Background: an optimization exercise with open tools, aiming at small area, a short achievable clock period and few clock cycles per item. Do not read the settings as production practice. Function was checked by simulation only, so behaviour that the tests miss may differ from the original. No activity file was given, so power comes from the tool's default toggle rates.

File: flow/config.mk
export PLATFORM = sky130hd
export DESIGN_NAME = timing_recovery_top
export DESIGN_NICKNAME = timing_recovery_top
export VERILOG_FILES = /design/flow/design.v
export SDC_FILE = /design/flow/constraint.sdc
export NUM_CORES = 4
export LEC_CHECK = 0
export CAP_MARGIN = 20
export CORE_MARGIN = 2
export CORE_UTILIZATION = 40
export SLEW_MARGIN = 20
File: flow/constraint.sdc
create_clock -name core_clock -period 9.0 [get_ports {clk}]
set_input_delay 1.8000 -clock core_clock [delete_from_list [all_inputs] [get_ports {clk}]]
set_output_delay 1.8000 -clock core_clock [all_outputs]
set_load 0.01 [all_outputs]
File: flow/design.v
`default_nettype none
package timing_pkg;
  localparam int SAMPLE_W  = 16;   
  localparam int SYM_W     = 18;   
  localparam int MU_W      = 8;    
  localparam int MU_GAIN_W = 12;   
  typedef logic signed [SAMPLE_W-1:0] sample_t;
  typedef logic signed [SYM_W-1:0] sym_t;
  typedef logic [MU_W-1:0] mu_t;
  typedef logic [MU_GAIN_W-1:0] mu_gain_t;
endpackage
`default_nettype wire
`timescale 1ns/1ps
`default_nettype none
module symbol_nco #(
  parameter int PHASE_W = 16   
) (
  input  wire                        clk,
  input  wire                        reset_i,
  input  wire                        raw_valid_i,
  input  wire                        raw_ready_i,   
  input  timing_pkg::sample_t        raw_i_i,
  input  timing_pkg::sample_t        raw_q_i,
  input  wire          [PHASE_W-1:0] step_i,        
  input  timing_pkg::mu_gain_t       mu_gain_i,
  output logic                       smp_valid_o,
  output timing_pkg::sample_t        smp_i_o,
  output timing_pkg::sample_t        smp_q_o,
  output logic                       sym_strobe_o,
  output timing_pkg::mu_t            mu_o
);
  localparam int MU_W   = timing_pkg::MU_W;
  localparam int PROD_W = timing_pkg::MU_W + timing_pkg::MU_GAIN_W;   
  logic               accept;
  logic [PHASE_W:0]   phase_sum;    
  logic               wrap;
  logic [MU_W-1:0]    resid_top;    
  logic [PROD_W-1:0]  mu_prod;      
  timing_pkg::mu_t    mu_sat;
  logic [PHASE_W-1:0] acc_q;
  assign accept = raw_valid_i & raw_ready_i;
  assign phase_sum = {1'b0, acc_q} + {1'b0, step_i};
  assign wrap      = phase_sum[PHASE_W];              
  assign resid_top = phase_sum[PHASE_W-1 -: MU_W];    
  assign mu_prod = resid_top * mu_gain_i;
  assign mu_sat  = (|mu_prod[PROD_W-1:2*MU_W]) ? '1    
                                               : mu_prod[2*MU_W-1:MU_W];
  always_ff @(posedge clk) begin
    if (reset_i) begin
      acc_q        <= '0;
      smp_valid_o  <= 1'b0;
      sym_strobe_o <= 1'b0;
    end else begin
      if (accept) begin
        acc_q <= phase_sum[PHASE_W-1:0];   
      end
      smp_valid_o  <= accept;
      sym_strobe_o <= accept & wrap;       
    end
  end
  always_ff @(posedge clk) begin
    if (accept) begin
      smp_i_o <= raw_i_i;
      smp_q_o <= raw_q_i;
      mu_o    <= mu_sat;    
    end
  end
endmodule
`default_nettype wire
`timescale 1ns/1ps
`default_nettype none
module rail_interp (
  input  wire                 clk,
  input  wire                 reset_i,
  input  wire                 smp_valid_i,    
  input  timing_pkg::sample_t smp_i,
  input  wire                 sym_strobe_i,   
  input  timing_pkg::mu_t     mu_i,
  output logic                rail_valid_o,
  output timing_pkg::sym_t    rail_o
);
  localparam int SAMPLE_W = timing_pkg::SAMPLE_W;
  localparam int MU_W     = timing_pkg::MU_W;
  localparam int SYM_W    = timing_pkg::SYM_W;
  localparam int WGT_W    = MU_W + 1;             
  localparam int PROD_W   = SAMPLE_W + MU_W + 2;  
  localparam int SHIFT    = MU_W - (SYM_W - SAMPLE_W);   
  timing_pkg::sample_t prev_q;
  always_ff @(posedge clk) begin
    if (reset_i) begin
      prev_q <= '0;             
    end else if (smp_valid_i) begin
      prev_q <= smp_i;
    end
  end
  logic        [WGT_W-1:0]  wgt_new;    
  logic signed [PROD_W-1:0] prod_new;
  logic signed [PROD_W-1:0] prod_prev;
  logic signed [PROD_W-1:0] p_new_q;
  logic signed [PROD_W-1:0] p_prev_q;
  logic                     s1_valid_q;
  assign wgt_new   = {1'b1, {MU_W{1'b0}}} - {1'b0, mu_i};
  assign prod_new  = smp_i  * $signed({1'b0, wgt_new});   
  assign prod_prev = prev_q * $signed({1'b0, mu_i});
  always_ff @(posedge clk) begin
    if (sym_strobe_i) begin
      p_new_q  <= prod_new;
      p_prev_q <= prod_prev;
    end
  end
  logic signed [PROD_W-1:0] wsum;
  logic signed [PROD_W-1:0] wsum_sh;
  assign wsum    = p_new_q + p_prev_q;   
  assign wsum_sh = wsum >>> SHIFT;       
  always_ff @(posedge clk) begin
    if (s1_valid_q) begin
      rail_o <= wsum_sh[SYM_W-1:0];      
    end
  end
  always_ff @(posedge clk) begin
    if (reset_i) begin
      s1_valid_q   <= 1'b0;
      rail_valid_o <= 1'b0;
    end else begin
      s1_valid_q   <= sym_strobe_i;
      rail_valid_o <= s1_valid_q;
    end
  end
endmodule
`default_nettype wire
`timescale 1ns/1ps
`default_nettype none
module symbol_joiner #(
  parameter int FIFO_DEPTH = 4   
) (
  input  wire              clk,
  input  wire              reset_i,
  input  wire              sym_strobe_i,   
  input  wire              i_valid_i,
  input  timing_pkg::sym_t i_sym_i,
  input  wire              q_valid_i,
  input  timing_pkg::sym_t q_sym_i,
  input  wire              sym_ready_i,
  output logic             raw_ready_o,
  output logic             sym_valid_o,
  output timing_pkg::sym_t sym_i_o,
  output timing_pkg::sym_t sym_q_o
);
  localparam int PTR_W = (FIFO_DEPTH > 1) ? $clog2(FIFO_DEPTH) : 1;
  localparam int CNT_W = $clog2(FIFO_DEPTH + 1);   
  localparam logic [CNT_W-1:0] CREDIT_MAX = CNT_W'(FIFO_DEPTH - 2);
  timing_pkg::sym_t  mem_i [FIFO_DEPTH];
  timing_pkg::sym_t  mem_q [FIFO_DEPTH];
  logic [PTR_W-1:0]  wr_ptr_q;
  logic [PTR_W-1:0]  rd_ptr_q;
  logic [CNT_W-1:0]  fill_q;      
  logic [CNT_W-1:0]  credit_q;    
  logic              wr_en;
  logic              rd_en;
  assign wr_en = i_valid_i & q_valid_i;    
  assign rd_en = sym_valid_o & sym_ready_i;
  always_ff @(posedge clk) begin
    if (wr_en) begin
      mem_i[wr_ptr_q] <= i_sym_i;
      mem_q[wr_ptr_q] <= q_sym_i;
    end
  end
  always_ff @(posedge clk) begin
    if (reset_i) begin
      wr_ptr_q <= '0;
      rd_ptr_q <= '0;
      fill_q   <= '0;
      credit_q <= '0;
    end else begin
      if (wr_en) begin
        wr_ptr_q <= (wr_ptr_q == PTR_W'(FIFO_DEPTH - 1)) ? '0 : wr_ptr_q + 1'b1;
      end
      if (rd_en) begin
        rd_ptr_q <= (rd_ptr_q == PTR_W'(FIFO_DEPTH - 1)) ? '0 : rd_ptr_q + 1'b1;
      end
      case ({wr_en, rd_en})
        2'b10:   fill_q <= fill_q + 1'b1;
        2'b01:   fill_q <= fill_q - 1'b1;
        default: fill_q <= fill_q;         
      endcase
      case ({sym_strobe_i, rd_en})
        2'b10:   credit_q <= credit_q + 1'b1;
        2'b01:   credit_q <= credit_q - 1'b1;
        default: credit_q <= credit_q;
      endcase
    end
  end
  assign raw_ready_o = (credit_q <= CREDIT_MAX);
  assign sym_valid_o = (fill_q != '0);
  assign sym_i_o     = mem_i[rd_ptr_q];    
  assign sym_q_o     = mem_q[rd_ptr_q];
endmodule
`default_nettype wire
`timescale 1ns/1ps
`default_nettype none
module timing_recovery_top #(
  parameter int PHASE_W    = 16,   
  parameter int FIFO_DEPTH = 4     
) (
  input  wire                        clk,
  input  wire                        reset_i,
  input  wire                        raw_valid_i,
  input  timing_pkg::sample_t        raw_i_i,
  input  timing_pkg::sample_t        raw_q_i,
  input  wire          [PHASE_W-1:0] step_i,      
  input  timing_pkg::mu_gain_t       mu_gain_i,   
  input  wire                        sym_ready_i,
  output logic                       raw_ready_o,
  output logic                       sym_valid_o,
  output timing_pkg::sym_t           sym_i_o,
  output timing_pkg::sym_t           sym_q_o
);
  logic                smp_valid;
  timing_pkg::sample_t smp_i;
  timing_pkg::sample_t smp_q;
  logic                sym_strobe;    
  timing_pkg::mu_t     mu;
  logic                rail_i_valid;
  timing_pkg::sym_t    rail_i;
  logic                rail_q_valid;
  timing_pkg::sym_t    rail_q;
  symbol_nco #(
    .PHASE_W (PHASE_W)
  ) i_symbol_nco (
    .clk          (clk),
    .reset_i      (reset_i),
    .raw_valid_i  (raw_valid_i),
    .raw_ready_i  (raw_ready_o),    
    .raw_i_i      (raw_i_i),
    .raw_q_i      (raw_q_i),
    .step_i       (step_i),
    .mu_gain_i    (mu_gain_i),
    .smp_valid_o  (smp_valid),
    .smp_i_o      (smp_i),
    .smp_q_o      (smp_q),
    .sym_strobe_o (sym_strobe),
    .mu_o         (mu)
  );
  rail_interp i_rail_i (
    .clk          (clk),
    .reset_i      (reset_i),
    .smp_valid_i  (smp_valid),
    .smp_i        (smp_i),
    .sym_strobe_i (sym_strobe),
    .mu_i         (mu),
    .rail_valid_o (rail_i_valid),
    .rail_o       (rail_i)
  );
  rail_interp i_rail_q (
    .clk          (clk),
    .reset_i      (reset_i),
    .smp_valid_i  (smp_valid),
    .smp_i        (smp_q),
    .sym_strobe_i (sym_strobe),
    .mu_i         (mu),
    .rail_valid_o (rail_q_valid),
    .rail_o       (rail_q)
  );
  symbol_joiner #(
    .FIFO_DEPTH (FIFO_DEPTH)
  ) i_symbol_joiner (
    .clk          (clk),
    .reset_i      (reset_i),
    .sym_strobe_i (sym_strobe),
    .i_valid_i    (rail_i_valid),
    .i_sym_i      (rail_i),
    .q_valid_i    (rail_q_valid),
    .q_sym_i      (rail_q),
    .sym_ready_i  (sym_ready_i),
    .raw_ready_o  (raw_ready_o),
    .sym_valid_o  (sym_valid_o),
    .sym_i_o      (sym_i_o),
    .sym_q_o      (sym_q_o)
  );
endmodule
`default_nettype wire
File: flow/run.sh
#!/bin/bash
# synth_recipe.tcl (not shown) runs the flow's synth.tcl, then flattens the netlist and writes it again
# the make line also repeats each setting of config.mk as NAME=value (left out here)
make -C /OpenROAD-flow-scripts/flow DESIGN_CONFIG=/design/flow/config.mk WORK_HOME=/design/flow/orfs CLKGATE_MAP_FILE= SYNTH_SCRIPT=/design/flow/synth_recipe.tcl finish
==> impl_metrics.ini <==
[cells_and_area]
final_cell_mix = inv_1 (616), fa_1 (492), and2_1 (436)
area_growth_pct = 11.0
drive_gt1_share_pct = 5.35
final_common_cell = inv_1
finish.utilization_pct = 44.6
n_antenna_cell = 0
nNetsFinal = 4338

[worst_setup_path]
crit_start = step_i[0]
worstSetupPathType = input pin to flip-flop
worst_ep_required_time_ns = 9.32
worstSetupEndpoint = i_symbol_nco.mu_o[2]$_SDFFCE_PP1P_
cp_num_buf_inv = 4
cp.arrival_ns = 8.79
timing.rr.end = i_rail_i.p_new_q[23]$_DFFE_PP_
start_kind = input pin
critPathCaptureType = flip-flop
rrSetupSlack_ns = 1.24
critPathTopFamily = compound AO/OA/AOI/OAI gates
critPathSlowestCell = fa_1
path_depth = 29
crit_fanout = 8
r2r_cells = 24
regToRegStartpoint = i_symbol_nco.mu_o[0]$_SDFFCE_PP1P_
path_common_cell = fa_1
slowest_delay_ns = 0.53

[yosys]
synth_adder_area_share_pct = 37.2
synth_top_family_by_area = adder cells
ys_warn_count = 3
synth_seq_area_share_pct = 29.4
avgSynthCellArea_um2 = 10.8
synthesis.area_mm2 = 0.0367
synthDistinctLibCells = 72
syn_inst = 3405
ys_async_sr_fraction_pct = 0
synth-simple-area-share_pct = 14.0
synthFlopType = edfxtp_1
synth_mux_area_share_pct = 3.23
synth_compound_area_share_pct = 4.98
ys_ff_latch = 380
synth-xor-area-share_pct = 3.70
synth_edf_count = 316
syn_nets = 4264

[floorplanning]
dieArea_mm2 = 0.0941
die_x_um = 307
start_util_pct = 40.2
die_h_um = 307
core_mm2 = 0.0912
num_io_pins = 102
rows = 111

[clock_network]
clockBufferDepth = 3
root_buffer = clkbuf_16
htreeDepth = 2
clk_latency_ns = 0.60
path_clk_slew_ns = 0.06
cts_tree = done
cts.sinks = 380
cts_buffers = 46
post_cts_buffers = 0

[outcome]
status = complete, no violations

[sta]
finClkSkew_ns = 0.0381
slew-limit-headroom_pct = 28.2
fmax_mhz = 118
setup_viol = 0
worstMarginPinSlew_ns = 1.08
period_minus_slack_ns = 8.47
final_max_slew_viol_count = 0
fin_crit_sh_pct = 94.2
hold_viol_final = 0
rsz0062_at_grt = false
hold_slack_ns = 0.458

[flow_run]
maxCapViolations = 0

[routing]
vias = 23000
first_iter_violations = 1248
drcViolationCount = 0
wirelength_um = 79300
wire_per_inst_um = 16.9
avgViaCountPerCell = 4.90
first_pass_iters = 5
drtAntennaViolNets = 0

[global_route]
grt_overflow = 0
antenna_found_initial = 9
grt_max_degree = 80
grt_first_pass_wirelength_um = 132000
grt_use_total_pct = 17.7
grt_pass1_vias = 24600

[placement]
routabilityCongestion = 0.804
portBuffers = 101
hpwl_um = 60000

[pwr]
leakagePower_nw = 18.2
p_total_w = 0.0134
ir_worst_vdd_uv = 402
power.density_mw_per_mm2 = 330

[worst_hold_path]
hold_path_class = flip-flop to flip-flop
[worst min-delay path: stages, from the launching register on]
cell and delay (ns):
dfxtp_1 0.31, nand2_1 0.05, a21oi_1 0.05
[layout make-up]
type | instances | area, µm²
Clock buffer | 49 | 1160
Clock inverter | 37 | 435
Fill cell | 8614 | 50500
Inverter | 617 | 2320
Multi-Input combinational cell | 2292 | 23200
Sequential cell | 380 | 10800
Tap cell | 1186 | 1480
Timing Repair Buffer | 142 | 1310
[power breakdown]
group	switching [W]	leakage [nW]	total (W)	internal (W)
logic	0.00537	14.0	0.00906	0.00368
registers	0.0000971	3.39	0.00244	0.00234
clock network	0.000792	0.771	0.00194	0.00115
total	0.00626	18.2	0.0134	0.00718
[what timing repair did]
action	4_1_cts	5_1_grt
hold buffers	0	0
endpoints found under the setup margin	0	8
gates resized for setup	0	1
[through the flow]
stage / worst slack [ns] / TNS [ns] / area (µm²) / cells
5_1_grt: 0.00660 / 0 / 40700 / 4703
4_1_cts: 0.474 / 0 / 40700 / 4703
2_1_floorplan: 0.622 / 0 / 36700 / 3405
3_3_place_gp: 0.0102 / 0 / 39100 / 4617
6_report: 0.526 / 0 / 40700 / 4703
3_5_place_dp: -0.140 / -0.972 / 39100 / 4617
[worst min-delay path by stage]
| stage | from | to | slack (ns) | depth (start not counted) |
|---|---|---|---|---|
| after floorplan | i_symbol_nco.acc_q[3]$_SDFFE_PP0P_ | i_symbol_nco.acc_q[3]$_SDFFE_PP0P_ | 0.44 | 2 |
| after global placement | i_symbol_nco.acc_q[9]$_SDFFE_PP0P_ | i_symbol_nco.acc_q[9]$_SDFFE_PP0P_ | 0.45 | 2 |
| after detailed placement | i_symbol_nco.acc_q[14]$_SDFFE_PP0P_ | i_symbol_nco.acc_q[14]$_SDFFE_PP0P_ | 0.45 | 2 |
| after CTS | i_symbol_nco.acc_q[14]$_SDFFE_PP0P_ | i_symbol_nco.acc_q[14]$_SDFFE_PP0P_ | 0.46 | 2 |
| after global routing | i_symbol_nco.acc_q[15]$_SDFFE_PP0P_ | i_symbol_nco.acc_q[15]$_SDFFE_PP0P_ | 0.48 | 2 |
| final | i_symbol_nco.acc_q[14]$_SDFFE_PP0P_ | i_symbol_nco.acc_q[14]$_SDFFE_PP0P_ | 0.46 | 2 |
[per-layer routing]
metal | vias to the layer above | part of all wire (%) | GRT usage (%)
met4 | 0 | 1.4 | 3.23
li1 | 11000 | - | -
met3 | 67 | 5.3 | 2.78
met1 | 11600 | 48 | 25.4
met2 | 388 | 46 | 28.5
met5 | - | 0 | 0
[registers in the layout, summed over array words and instances, names as in the netlist, 2 cells and up, named ones only]
register                  flops
i_rail_i.p_new_q             24
i_rail_i.p_prev_q            24
i_rail_i.prev_q              16
i_rail_i.rail_o              18
i_rail_q.p_new_q             24
i_rail_q.p_prev_q            24
i_rail_q.prev_q              16
i_rail_q.rail_o              18
i_symbol_joiner.credit_q      3
i_symbol_joiner.fill_q        3
i_symbol_joiner.mem_i        72
i_symbol_joiner.mem_q        72
i_symbol_joiner.rd_ptr_q      2
i_symbol_joiner.wr_ptr_q      2
i_symbol_nco.acc_q           16
i_symbol_nco.mu_o             8
i_symbol_nco.smp_i_o         16
i_symbol_nco.smp_q_o         16
[synth_stat cells, drive strengths merged (6+ instances only)]
master / instances / area (µm²)
nor2: 139 / 522
o21bai: 16 / 120
inv: 617 / 2320
clkbuf: 109 / 414
fa: 492 / 9850
a21boi: 6 / 45.0
dfxtp: 64 / 1280
mux2i: 35 / 363
o21ai: 44 / 220
xor2: 36 / 315
mux4: 36 / 811
or3: 11 / 68.8
edfxtp: 316 / 9490
o21a: 27 / 203
nand2b: 7 / 43.8
nor3: 36 / 180
a211oi: 13 / 108
ha: 303 / 3790
a21o: 28 / 210
nand4: 7 / 43.8
and3: 8 / 50.1
and2: 440 / 2750
a21oi: 91 / 455
nor2b: 20 / 125
xnor2: 119 / 1040
a31oi: 9 / 86.3
nand3: 31 / 155
nand2: 279 / 1050
buf: 7 / 27.5
[cells by family (layout without fill, tap and decap cells)]
logic type | count (synthesis) | in the layout
AOI/OAI and AO/OA | 273 | 273
xor gates and xnor gates | 155 | 155
buffers and inverters | 733 | 845
and+or+nand+nor | 997 | 997
muxes | 72 | 72
DFF | 380 | 380
adders and majority gates | 795 | 795
Testbench counts, summed over its fixed seeds: cycles 26,860, items 24,000.

## what the ideal ports hide
In the flow no input, the clock included, has a driving cell. The finished layout below was timed again as built, in two steps.
Step 1 assumes that a clkbuf_16 drives the clock port and a buf_2 every other input.
Step 2 moves the port delays by t, midway between the first and last clock arrival at a register: inputs arrive t later, outputs are due t later. That takes back most of the time a late clock gives input paths.
a / b / c = ideal / step 1 / step 2; a / b = the first two.
shift t [ns]: 0.648
setup slack, ns: 0.526 / 0.571 / -0.077
hold WS [ns]: 0.458 / 0.458 / 0.458
worst slew at a driven data input, ns: 0.05
cell pins on the clock port's net: 1
Met with ideal ports but missed after step 2: setup timing in this run. The setup slack of this run moves by +0.045 ns with the drivers and by -0.603 ns with both steps.
